From an optimization exercise on the open Yosys and OpenROAD flow, aimed at small area and a short achievable clock period; shortcuts taken in it are not production practice.
Power figures rest on the tool's default switching activity, not on a simulated workload.

## TR
==> module psum_accumulator, before the edit <==
module psum_accumulator #(
  parameter int T_D_SIZE = 37,
  parameter int O_D_SIZE = 16,
  parameter int F_WIDTH  = 5,
  parameter int LINE_LEN = 32
) (
  input  logic                       clk,
  input  logic                       rst,
  input  logic                       clk_en,
  input  logic [T_D_SIZE-1:0]        psum_i,
  input  logic                       psum_valid_i,
  output logic                       psum_ready_o,
  input  logic [T_D_SIZE-1:0]        bias_i,
  input  logic [4:0]                 shift_i,
  output logic [O_D_SIZE-1:0]        out_data_o,
  output logic                       out_valid_o,
  input  logic                       out_ready_i,
  output logic [$clog2(F_WIDTH)-1:0] pass_o,
  output logic                       row_done_o
);
  localparam int SW = psum_acc_pkg::store_width(T_D_SIZE, F_WIDTH);
  localparam int FW = SW + 1;
  localparam int PW = $clog2(F_WIDTH);
  localparam int CW = (LINE_LEN > 1) ? $clog2(LINE_LEN) : 1;
  localparam logic [CW-1:0] COL_LAST  = CW'(LINE_LEN - 1);
  localparam logic [PW-1:0] PASS_LAST = PW'(F_WIDTH - 1);
  localparam int FB = 3;                    
  localparam int NF = 1 << FB;              
  localparam int UW = O_D_SIZE + NF - 1;    
  localparam int NG = 4;                    
  logic [CW-1:0]       r_col;
  logic [PW-1:0]       r_pass;
  logic                r_first;    
  logic                r_final;    
  logic [UW-1:0]       r_res_u;     
  logic [NF-1:0]       r_res_fine;  
  logic [NG-1:0]       r_res_fits;  
  logic                r_res_neg;   
  logic                r_out_valid;
  logic                r_row_done;
  logic                w_accept;
  logic                w_col_wrap;
  logic [SW-1:0]       w_head;
  logic [FW-1:0]       w_sum;
  assign psum_ready_o = clk_en & ~(r_final & r_out_valid & ~out_ready_i);
  assign w_accept     = psum_valid_i & psum_ready_o;
  assign w_col_wrap   = (r_col == COL_LAST);
  psum_line_buffer #(
    .DEPTH (LINE_LEN),
    .WIDTH (SW)
  ) u_line_buffer (
    .clk     (clk),
    .i_shift (w_accept),
    .i_wdata (w_sum[SW-1:0]),
    .o_head  (w_head)
  );
  logic [FW-1:0] w_head_x;
  logic [FW-1:0] w_psum_x;
  logic [FW-1:0] w_bias_x;
  assign w_head_x = {w_head[SW-1], w_head};
  assign w_psum_x = {{(FW-T_D_SIZE){psum_i[T_D_SIZE-1]}}, psum_i};
  assign w_bias_x = {{(FW-T_D_SIZE){bias_i[T_D_SIZE-1]}}, bias_i};
  logic [FW-1:0] w_head_g;
  logic [FW-1:0] w_bias_g;
  assign w_head_g = r_first ? '0 : w_head_x;
  assign w_bias_g = r_final ? w_bias_x : '0;
  logic [FW-1:0] w_cs_s;
  logic [FW-1:0] w_cs_c;
  assign w_cs_s = w_head_g ^ w_psum_x ^ w_bias_g;
  assign w_cs_c = {(w_head_g[FW-2:0] & w_psum_x[FW-2:0]) |
                   (w_head_g[FW-2:0] & w_bias_g[FW-2:0]) |
                   (w_psum_x[FW-2:0] & w_bias_g[FW-2:0]), 1'b0};
  assign w_sum  = w_cs_s + w_cs_c;
  function automatic logic sum_bit(input logic [FW-1:0] v, input integer j);
    sum_bit = (j >= FW) ? v[FW-1] : v[j];
  endfunction
  localparam int NC = 32 / NF;
  logic [NC-1:0] w_co_oh;
  always_comb begin
    for (int k = 0; k < NC; k++) w_co_oh[k] = (shift_i[4:FB] == (5 - FB)'(k));
  end
  logic [UW-1:0] w_u;
  always_comb begin
    for (int i = 0; i < UW; i++) begin
      w_u[i] = 1'b0;
      for (int k = 0; k < NC; k++) w_u[i] = w_u[i] | (w_co_oh[k] & sum_bit(w_sum, i + k * NF));
    end
  end
  logic [FW-2:0] w_top_mask;   
  logic [FW-2:0] w_nb_eq;      
  always_comb begin
    for (int j = 0; j < FW - 1; j++) begin
      w_top_mask[j] = ({27'd0, shift_i} + O_D_SIZE - 1 <= j);
      w_nb_eq[j]    = (w_sum[j] == w_sum[j+1]);
    end
  end
  localparam int NP = FW - O_D_SIZE;        
  localparam int GS = (NP + NG - 1) / NG;   
  logic [FW-2:0] w_pair_ok;
  assign w_pair_ok = w_nb_eq | ~w_top_mask;
  logic [NG-1:0] w_fits_g;
  always_comb begin
    for (int g = 0; g < NG; g++) begin
      w_fits_g[g] = 1'b1;
      for (int j = O_D_SIZE - 1 + g * GS; j < O_D_SIZE - 1 + (g + 1) * GS; j++)
        if (j < FW - 1) w_fits_g[g] = w_fits_g[g] & w_pair_ok[j];
    end
  end
  logic [O_D_SIZE-1:0] w_shl;
  always_comb begin
    for (int i = 0; i < O_D_SIZE; i++) begin
      w_shl[i] = 1'b0;
      for (int f = 0; f < NF; f++) w_shl[i] = w_shl[i] | (r_res_fine[f] & r_res_u[i + f]);
    end
  end
  logic [NF-1:0] w_fine_oh;
  always_comb begin
    for (int f = 0; f < NF; f++) w_fine_oh[f] = (shift_i[FB-1:0] == FB'(f));
  end
  assign out_data_o = (&r_res_fits) ? w_shl : {r_res_neg, {(O_D_SIZE-1){~r_res_neg}}};
  always_ff @(posedge clk or posedge rst) begin
    if (rst) begin
      r_col       <= '0;
      r_pass      <= '0;
      r_first     <= 1'b1;
      r_final     <= 1'b0;
      r_res_u     <= '0;
      r_res_fine  <= NF'(1);
      r_res_fits  <= '1;
      r_res_neg   <= 1'b0;
      r_out_valid <= 1'b0;
      r_row_done  <= 1'b0;
    end else if (clk_en) begin
      r_row_done <= 1'b0;
      if (r_out_valid && out_ready_i) begin
        r_out_valid <= 1'b0;
      end
      if (w_accept) begin
        r_col <= w_col_wrap ? '0 : r_col + 1'b1;
        if (r_final) begin
          r_res_u     <= w_u;
          r_res_fine  <= w_fine_oh;
          r_res_fits  <= w_fits_g;
          r_res_neg   <= w_sum[FW-1];
          r_out_valid <= 1'b1;
        end
        if (w_col_wrap) begin
          if (r_final) begin
            r_pass     <= '0;
            r_first    <= 1'b1;
            r_final    <= 1'b0;
            r_row_done <= 1'b1;
          end else begin
            r_pass     <= r_pass + 1'b1;
            r_first    <= 1'b0;
            r_final    <= (r_pass == PASS_LAST - 1'b1);
          end
        end
      end
    end
  end
  assign out_valid_o = r_out_valid;
  assign pass_o      = r_pass;
  assign row_done_o  = r_row_done;
endmodule
export LEC_CHECK = 0
export ABC_AREA = 1
export CAP_MARGIN = 20
export CORE_MARGIN = 2
export CORE_UTILIZATION = 55
export SETUP_SLACK_MARGIN = 5
export SLEW_MARGIN = 20
export BUFFER_PORTS_ARGS = -buffer_cell sky130_fd_sc_hd__buf_2
export CTS_ARGS = -sink_clustering_enable -repair_clock_nets -sink_clustering_size 20 -sink_clustering_max_diameter 40 -buf_list sky130_fd_sc_hd__clkbuf_8 -dont_use_dummy_load
create_clock -name core_clock -period 9.0 [get_ports {clk}]
standard.sh (not shown) runs the stock make flow with config.mk's settings and CLKGATE_MAP_FILE= SYNTH_SCRIPT=/design/flow/synth_recipe.tcl, a recipe that flattens the netlist after the stock synthesis.
==> flow/flow/run.sh <==
#!/bin/bash
# Standard ORFS layout, with port buffers built from a plain buffer cell
# instead of the flow's default pick (a slow delay cell).
set -euo pipefail
cat flow/extra.mk >> config.mk
bash standard.sh > standard.log 2>&1
==> flow/flow/extra.mk <==
export BUFFER_PORTS_ARGS = -buffer_cell sky130_fd_sc_hd__buf_2
export CTS_ARGS = -sink_clustering_enable -repair_clock_nets -sink_clustering_size 20 -sink_clustering_max_diameter 40 -buf_list sky130_fd_sc_hd__clkbuf_8 -dont_use_dummy_load
Input changes introduced in AL (baseline for comparison: TR):
--- a/flow/design.v
+++ b/flow/design.v
@@ -46,19 +46,18 @@
   localparam int PW = $clog2(F_WIDTH);
   localparam int CW = (LINE_LEN > 1) ? $clog2(LINE_LEN) : 1;
   localparam logic [CW-1:0] COL_LAST  = CW'(LINE_LEN - 1);
   localparam logic [PW-1:0] PASS_LAST = PW'(F_WIDTH - 1);
-  localparam int FB = 3;                    
+  localparam int FB = 2;                    
   localparam int NF = 1 << FB;              
   localparam int UW = O_D_SIZE + NF - 1;    
-  localparam int NG = 4;                    
   logic [CW-1:0]       r_col;
   logic [PW-1:0]       r_pass;
   logic                r_first;    
   logic                r_final;    
   logic [UW-1:0]       r_res_u;     
-  logic [NF-1:0]       r_res_fine;  
-  logic [NG-1:0]       r_res_fits;  
+  logic [FB-1:0]       r_res_fine;  
+  logic                r_res_fits;  
   logic                r_res_neg;   
   logic                r_out_valid;
   logic                r_row_done;
   logic                w_accept;
@@ -116,41 +115,24 @@
       w_top_mask[j] = ({27'd0, shift_i} + O_D_SIZE - 1 <= j);
       w_nb_eq[j]    = (w_sum[j] == w_sum[j+1]);
     end
   end
-  localparam int NP = FW - O_D_SIZE;        
-  localparam int GS = (NP + NG - 1) / NG;   
-  logic [FW-2:0] w_pair_ok;
-  assign w_pair_ok = w_nb_eq | ~w_top_mask;
-  logic [NG-1:0] w_fits_g;
-  always_comb begin
-    for (int g = 0; g < NG; g++) begin
-      w_fits_g[g] = 1'b1;
-      for (int j = O_D_SIZE - 1 + g * GS; j < O_D_SIZE - 1 + (g + 1) * GS; j++)
-        if (j < FW - 1) w_fits_g[g] = w_fits_g[g] & w_pair_ok[j];
-    end
-  end
+  logic w_fits;
+  assign w_fits = &(w_nb_eq | ~w_top_mask);
   logic [O_D_SIZE-1:0] w_shl;
   always_comb begin
-    for (int i = 0; i < O_D_SIZE; i++) begin
-      w_shl[i] = 1'b0;
-      for (int f = 0; f < NF; f++) w_shl[i] = w_shl[i] | (r_res_fine[f] & r_res_u[i + f]);
-    end
+    for (int i = 0; i < O_D_SIZE; i++) w_shl[i] = r_res_u[i + r_res_fine];
   end
-  logic [NF-1:0] w_fine_oh;
-  always_comb begin
-    for (int f = 0; f < NF; f++) w_fine_oh[f] = (shift_i[FB-1:0] == FB'(f));
-  end
-  assign out_data_o = (&r_res_fits) ? w_shl : {r_res_neg, {(O_D_SIZE-1){~r_res_neg}}};
+  assign out_data_o = r_res_fits ? w_shl : {r_res_neg, {(O_D_SIZE-1){~r_res_neg}}};
   always_ff @(posedge clk or posedge rst) begin
     if (rst) begin
       r_col       <= '0;
       r_pass      <= '0;
       r_first     <= 1'b1;
       r_final     <= 1'b0;
       r_res_u     <= '0;
-      r_res_fine  <= NF'(1);
-      r_res_fits  <= '1;
+      r_res_fine  <= '0;
+      r_res_fits  <= 1'b1;
       r_res_neg   <= 1'b0;
       r_out_valid <= 1'b0;
       r_row_done  <= 1'b0;
     end else if (clk_en) begin
@@ -161,10 +143,10 @@
       if (w_accept) begin
         r_col <= w_col_wrap ? '0 : r_col + 1'b1;
         if (r_final) begin
           r_res_u     <= w_u;
-          r_res_fine  <= w_fine_oh;
-          r_res_fits  <= w_fits_g;
+          r_res_fine  <= shift_i[FB-1:0];
+          r_res_fits  <= w_fits;
           r_res_neg   <= w_sum[FW-1];
           r_out_valid <= 1'b1;
         end
         if (w_col_wrap) begin
==> summary.txt <==
Area added between synthesis and finish in AL vs TR: up 1.8 points. TR → AL: proportion of layout cells with a drive suffix above 1 has increased, die area went up, finished layout cell area increased 2.4%, proportion of total power due to net switching went up 1.5 points. Taking TR as the reference, in AL post-CTS setup-driven buffer insertion count up 4; sequential group share of total power now smaller; critical path depth now sits higher; total power of the final layout has increased. Side by side, via count of the first global-routing pass turned out higher in AL than in TR. Initial standard-cell utilization of the core (lower): TR.
No functional check of the RTL was part of any run of this note.

---

Another version of the RTL of psum_accumulator (not shown whole).
For scale: about 2,400 cells after synthesis, ~1,300 flip-flops.
==> module psum_accumulator, before the edit <==
module psum_accumulator #(
  parameter int T_D_SIZE = 37,
  parameter int O_D_SIZE = 16,
  parameter int F_WIDTH  = 5,
  parameter int LINE_LEN = 32
) (
  input  logic                       clk,
  input  logic                       rst,
  input  logic                       clk_en,
  input  logic [T_D_SIZE-1:0]        psum_i,
  input  logic                       psum_valid_i,
  output logic                       psum_ready_o,
  input  logic [T_D_SIZE-1:0]        bias_i,
  input  logic [4:0]                 shift_i,
  output logic [O_D_SIZE-1:0]        out_data_o,
  output logic                       out_valid_o,
  input  logic                       out_ready_i,
  output logic [$clog2(F_WIDTH)-1:0] pass_o,
  output logic                       row_done_o
);
  localparam int SW = psum_acc_pkg::store_width(T_D_SIZE, F_WIDTH);
  localparam int FW = SW + 1;
  localparam int PW = $clog2(F_WIDTH);
  localparam int CW = (LINE_LEN > 1) ? $clog2(LINE_LEN) : 1;
  localparam logic [CW-1:0] COL_LAST  = CW'(LINE_LEN - 1);
  localparam logic [PW-1:0] PASS_LAST = PW'(F_WIDTH - 1);
  logic [CW-1:0]       r_col;
  logic [PW-1:0]       r_pass;
  logic                r_first;    
  logic                r_final;    
  logic [FW-1:0]       r_res_sum;  
  logic [4:0]          r_res_sh;   
  logic                r_out_valid;
  logic                r_row_done;
  logic                w_accept;
  logic                w_col_wrap;
  logic [SW-1:0]       w_head;
  logic [FW-1:0]       w_sum;
  assign psum_ready_o = clk_en & ~(r_final & r_out_valid & ~out_ready_i);
  assign w_accept     = psum_valid_i & psum_ready_o;
  assign w_col_wrap   = (r_col == COL_LAST);
  psum_line_buffer #(
    .DEPTH (LINE_LEN),
    .WIDTH (SW)
  ) u_line_buffer (
    .clk     (clk),
    .i_shift (w_accept),
    .i_wdata (w_sum[SW-1:0]),
    .o_head  (w_head)
  );
  logic [FW-1:0] w_head_x;
  logic [FW-1:0] w_psum_x;
  logic [FW-1:0] w_bias_x;
  assign w_head_x = {w_head[SW-1], w_head};
  assign w_psum_x = {{(FW-T_D_SIZE){psum_i[T_D_SIZE-1]}}, psum_i};
  assign w_bias_x = {{(FW-T_D_SIZE){bias_i[T_D_SIZE-1]}}, bias_i};
  logic [FW-1:0] w_head_g;
  logic [FW-1:0] w_bias_g;
  assign w_head_g = r_first ? '0 : w_head_x;
  assign w_bias_g = r_final ? w_bias_x : '0;
  logic [FW-1:0] w_cs_s;
  logic [FW-1:0] w_cs_c;
  assign w_cs_s = w_head_g ^ w_psum_x ^ w_bias_g;
  assign w_cs_c = {(w_head_g[FW-2:0] & w_psum_x[FW-2:0]) |
                   (w_head_g[FW-2:0] & w_bias_g[FW-2:0]) |
                   (w_psum_x[FW-2:0] & w_bias_g[FW-2:0]), 1'b0};
  assign w_sum  = w_cs_s + w_cs_c;
  logic [31:0] w_sh_oh;
  always_comb begin
    for (int k = 0; k < 32; k++) w_sh_oh[k] = (r_res_sh == 5'(k));
  end
  function automatic logic sum_bit(input logic [FW-1:0] v, input integer j);
    sum_bit = (j >= FW) ? v[FW-1] : v[j];
  endfunction
  logic [O_D_SIZE-1:0] w_shl;
  always_comb begin
    for (int i = 0; i < O_D_SIZE; i++) begin
      w_shl[i] = 1'b0;
      for (int k = 0; k < 32; k++) w_shl[i] = w_shl[i] | (w_sh_oh[k] & sum_bit(r_res_sum, i + k));
    end
  end
  logic [FW-1:0] w_top_eq;    
  always_comb begin
    w_top_eq[FW-1] = 1'b1;
    for (int j = FW - 2; j >= 0; j--)
      w_top_eq[j] = w_top_eq[j+1] & (r_res_sum[j] == r_res_sum[j+1]);
  end
  logic w_fits;
  always_comb begin
    w_fits = 1'b0;
    for (int k = 0; k < 32; k++)
      w_fits = w_fits | (w_sh_oh[k] & ((O_D_SIZE - 1 + k >= FW) ? 1'b1 : w_top_eq[O_D_SIZE-1+k]));
  end
  assign out_data_o = w_fits ? w_shl : {r_res_sum[FW-1], {(O_D_SIZE-1){~r_res_sum[FW-1]}}};
  always_ff @(posedge clk or posedge rst) begin
    if (rst) begin
      r_col       <= '0;
      r_pass      <= '0;
      r_first     <= 1'b1;
      r_final     <= 1'b0;
      r_res_sum   <= '0;
      r_res_sh    <= '0;
      r_out_valid <= 1'b0;
      r_row_done  <= 1'b0;
    end else if (clk_en) begin
      r_row_done <= 1'b0;
      if (r_out_valid && out_ready_i) begin
        r_out_valid <= 1'b0;
      end
      if (w_accept) begin
        r_col <= w_col_wrap ? '0 : r_col + 1'b1;
        if (r_final) begin
          r_res_sum   <= w_sum;
          r_res_sh    <= shift_i;
          r_out_valid <= 1'b1;
        end
        if (w_col_wrap) begin
          if (r_final) begin
            r_pass     <= '0;
            r_first    <= 1'b1;
            r_final    <= 1'b0;
            r_row_done <= 1'b1;
          end else begin
            r_pass     <= r_pass + 1'b1;
            r_first    <= 1'b0;
            r_final    <= (r_pass == PASS_LAST - 1'b1);
          end
        end
      end
    end
  end
  assign out_valid_o = r_out_valid;
  assign pass_o      = r_pass;
  assign row_done_o  = r_row_done;
endmodule
==> flow/config.mk <==
export PLATFORM = sky130hd
export DESIGN_NAME = psum_accumulator
export DESIGN_NICKNAME = psum_accumulator
export VERILOG_FILES = /design/flow/design.v
export SDC_FILE = /design/flow/constraint.sdc
export NUM_CORES = 4
export LEC_CHECK = 0
export CAP_MARGIN = 20
export CORE_MARGIN = 2
export CORE_UTILIZATION = 40
export SETUP_SLACK_MARGIN = 5
export SLEW_MARGIN = 20
export BUFFER_PORTS_ARGS = -buffer_cell sky130_fd_sc_hd__buf_4
==> flow/constraint.sdc <==
create_clock -name core_clock -period 9.0 [get_ports {clk}]
set_input_delay 1.8000 -clock core_clock [delete_from_list [all_inputs] [get_ports {clk}]]
set_output_delay 1.8000 -clock core_clock [all_outputs]
set_load 0.01 [all_outputs]
==> flow/flow/extra.mk <==
export BUFFER_PORTS_ARGS = -buffer_cell sky130_fd_sc_hd__buf_4
Scripts as last shown in full above: flow/flow/run.sh
The starting point produced a clean layout.
Next try:
--- a/flow/design.v
+++ b/flow/design.v
@@ -48,96 +48,92 @@
   localparam logic [CW-1:0] COL_LAST  = CW'(LINE_LEN - 1);
   localparam logic [PW-1:0] PASS_LAST = PW'(F_WIDTH - 1);
   logic [CW-1:0]       r_col;
   logic [PW-1:0]       r_pass;
   logic                r_first;    
   logic                r_final;    
-  logic [FW-1:0]       r_res_sum;  
-  logic [4:0]          r_res_sh;   
+  logic [O_D_SIZE-1:0] r_out_data;
   logic                r_out_valid;
   logic                r_row_done;
   logic                w_accept;
   logic                w_col_wrap;
   logic [SW-1:0]       w_head;
-  logic [FW-1:0]       w_sum;
+  logic [SW-1:0]       w_acc;
+  logic [FW-1:0] w_sum;
+  logic [O_D_SIZE-1:0] w_sat;
   assign psum_ready_o = clk_en & ~(r_final & r_out_valid & ~out_ready_i);
   assign w_accept     = psum_valid_i & psum_ready_o;
   assign w_col_wrap   = (r_col == COL_LAST);
   psum_line_buffer #(
     .DEPTH (LINE_LEN),
     .WIDTH (SW)
   ) u_line_buffer (
     .clk     (clk),
     .i_shift (w_accept),
-    .i_wdata (w_sum[SW-1:0]),
+    .i_wdata (w_acc),
     .o_head  (w_head)
   );
   logic [FW-1:0] w_head_x;
   logic [FW-1:0] w_psum_x;
   logic [FW-1:0] w_bias_x;
   assign w_head_x = {w_head[SW-1], w_head};
   assign w_psum_x = {{(FW-T_D_SIZE){psum_i[T_D_SIZE-1]}}, psum_i};
   assign w_bias_x = {{(FW-T_D_SIZE){bias_i[T_D_SIZE-1]}}, bias_i};
-  logic [FW-1:0] w_head_g;
-  logic [FW-1:0] w_bias_g;
-  assign w_head_g = r_first ? '0 : w_head_x;
-  assign w_bias_g = r_final ? w_bias_x : '0;
+  assign w_acc = (r_first ? '0 : w_head) + w_psum_x[SW-1:0];
   logic [FW-1:0] w_cs_s;
   logic [FW-1:0] w_cs_c;
-  assign w_cs_s = w_head_g ^ w_psum_x ^ w_bias_g;
-  assign w_cs_c = {(w_head_g[FW-2:0] & w_psum_x[FW-2:0]) |
-                   (w_head_g[FW-2:0] & w_bias_g[FW-2:0]) |
-                   (w_psum_x[FW-2:0] & w_bias_g[FW-2:0]), 1'b0};
+  assign w_cs_s = w_head_x ^ w_psum_x ^ w_bias_x;
+  assign w_cs_c = {(w_head_x[FW-2:0] & w_psum_x[FW-2:0]) |
+                   (w_head_x[FW-2:0] & w_bias_x[FW-2:0]) |
+                   (w_psum_x[FW-2:0] & w_bias_x[FW-2:0]), 1'b0};
   assign w_sum  = w_cs_s + w_cs_c;
   logic [31:0] w_sh_oh;
   always_comb begin
-    for (int k = 0; k < 32; k++) w_sh_oh[k] = (r_res_sh == 5'(k));
+    for (int k = 0; k < 32; k++) w_sh_oh[k] = (shift_i == 5'(k));
   end
   function automatic logic sum_bit(input logic [FW-1:0] v, input integer j);
     sum_bit = (j >= FW) ? v[FW-1] : v[j];
   endfunction
   logic [O_D_SIZE-1:0] w_shl;
   always_comb begin
     for (int i = 0; i < O_D_SIZE; i++) begin
       w_shl[i] = 1'b0;
-      for (int k = 0; k < 32; k++) w_shl[i] = w_shl[i] | (w_sh_oh[k] & sum_bit(r_res_sum, i + k));
+      for (int k = 0; k < 32; k++) w_shl[i] = w_shl[i] | (w_sh_oh[k] & sum_bit(w_sum, i + k));
     end
   end
   logic [FW-1:0] w_top_eq;    
   always_comb begin
     w_top_eq[FW-1] = 1'b1;
     for (int j = FW - 2; j >= 0; j--)
-      w_top_eq[j] = w_top_eq[j+1] & (r_res_sum[j] == r_res_sum[j+1]);
+      w_top_eq[j] = w_top_eq[j+1] & (w_sum[j] == w_sum[j+1]);
   end
   logic w_fits;
   always_comb begin
     w_fits = 1'b0;
     for (int k = 0; k < 32; k++)
       w_fits = w_fits | (w_sh_oh[k] & ((O_D_SIZE - 1 + k >= FW) ? 1'b1 : w_top_eq[O_D_SIZE-1+k]));
   end
-  assign out_data_o = w_fits ? w_shl : {r_res_sum[FW-1], {(O_D_SIZE-1){~r_res_sum[FW-1]}}};
+  assign w_sat = w_fits ? w_shl : {w_sum[FW-1], {(O_D_SIZE-1){~w_sum[FW-1]}}};
   always_ff @(posedge clk or posedge rst) begin
     if (rst) begin
       r_col       <= '0;
       r_pass      <= '0;
       r_first     <= 1'b1;
       r_final     <= 1'b0;
-      r_res_sum   <= '0;
-      r_res_sh    <= '0;
+      r_out_data  <= '0;
       r_out_valid <= 1'b0;
       r_row_done  <= 1'b0;
     end else if (clk_en) begin
       r_row_done <= 1'b0;
       if (r_out_valid && out_ready_i) begin
         r_out_valid <= 1'b0;
       end
       if (w_accept) begin
         r_col <= w_col_wrap ? '0 : r_col + 1'b1;
         if (r_final) begin
-          r_res_sum   <= w_sum;
-          r_res_sh    <= shift_i;
+          r_out_data  <= w_sat;
           r_out_valid <= 1'b1;
         end
         if (w_col_wrap) begin
           if (r_final) begin
             r_pass     <= '0;
             r_first    <= 1'b1;
@@ -149,10 +145,11 @@
             r_final    <= (r_pass == PASS_LAST - 1'b1);
           end
         end
       end
     end
   end
+  assign out_data_o  = r_out_data;
   assign out_valid_o = r_out_valid;
   assign pass_o      = r_pass;
   assign row_done_o  = r_row_done;
 endmodule
Core utilization hardly moves.
Worst hold slack gets worse by 31 ps.
Synthesized area grows by 1.5%.
Sequential share of layout area is lower by 2.3 points.
Final area rose by 1.4%.
Total power rose by 9.1%.
Die area increases by 1.5%.
Global-route usage grows by 0.25 points.
Count of clock-buffer cells in the layout drops by 11.
Setup slack gets better by 150 ps.
Flip-flop and latch count goes down by 29.
Clock power barely changes.
Synthesized cell count grows by 7.1%.
Wire length is higher by 1.9%.
No run of this note included a check of the RTL's function; only the layout flow was run.

## re-timing with driven ports
In the flow no input, the clock included, has a driving cell. The finished layouts below were timed again as built, in two steps.
Step 1, drivers: a clkbuf_16 drives clk and a buf_2 each remaining input, both assumed.
Step 2 also shifts input and output timing later by t, the mid clock arrival at the registers, as if the neighbouring blocks saw the same clock.
Slacks: ideal / step 1 / step 2; pairs: ideal / step 1.
run | t, ns | setup slack, ns | worst register clock-pin slew, ns | worst data-port slew with drivers (ns)
TR | 0.839 | 4.841 / 4.779 / 4.146 | 0.11 / 0.11 | 0.08
AL | 0.830 | 4.856 / 4.876 / 4.046 | 0.10 / 0.10 | 0.07
the first run of note 2 | 0.780 | 3.134 / 3.070 / 3.485 | 0.06 / 0.06 | 0.12
the second run of note 2 | 0.793 | 3.285 / 3.316 / 2.523 | 0.07 / 0.07 | 0.11
After both steps setup and hold are still met in every run listed. For AL, which loses most, drivers alone change the setup slack by +0.020 ns; drivers and shift together by -0.810 ns.
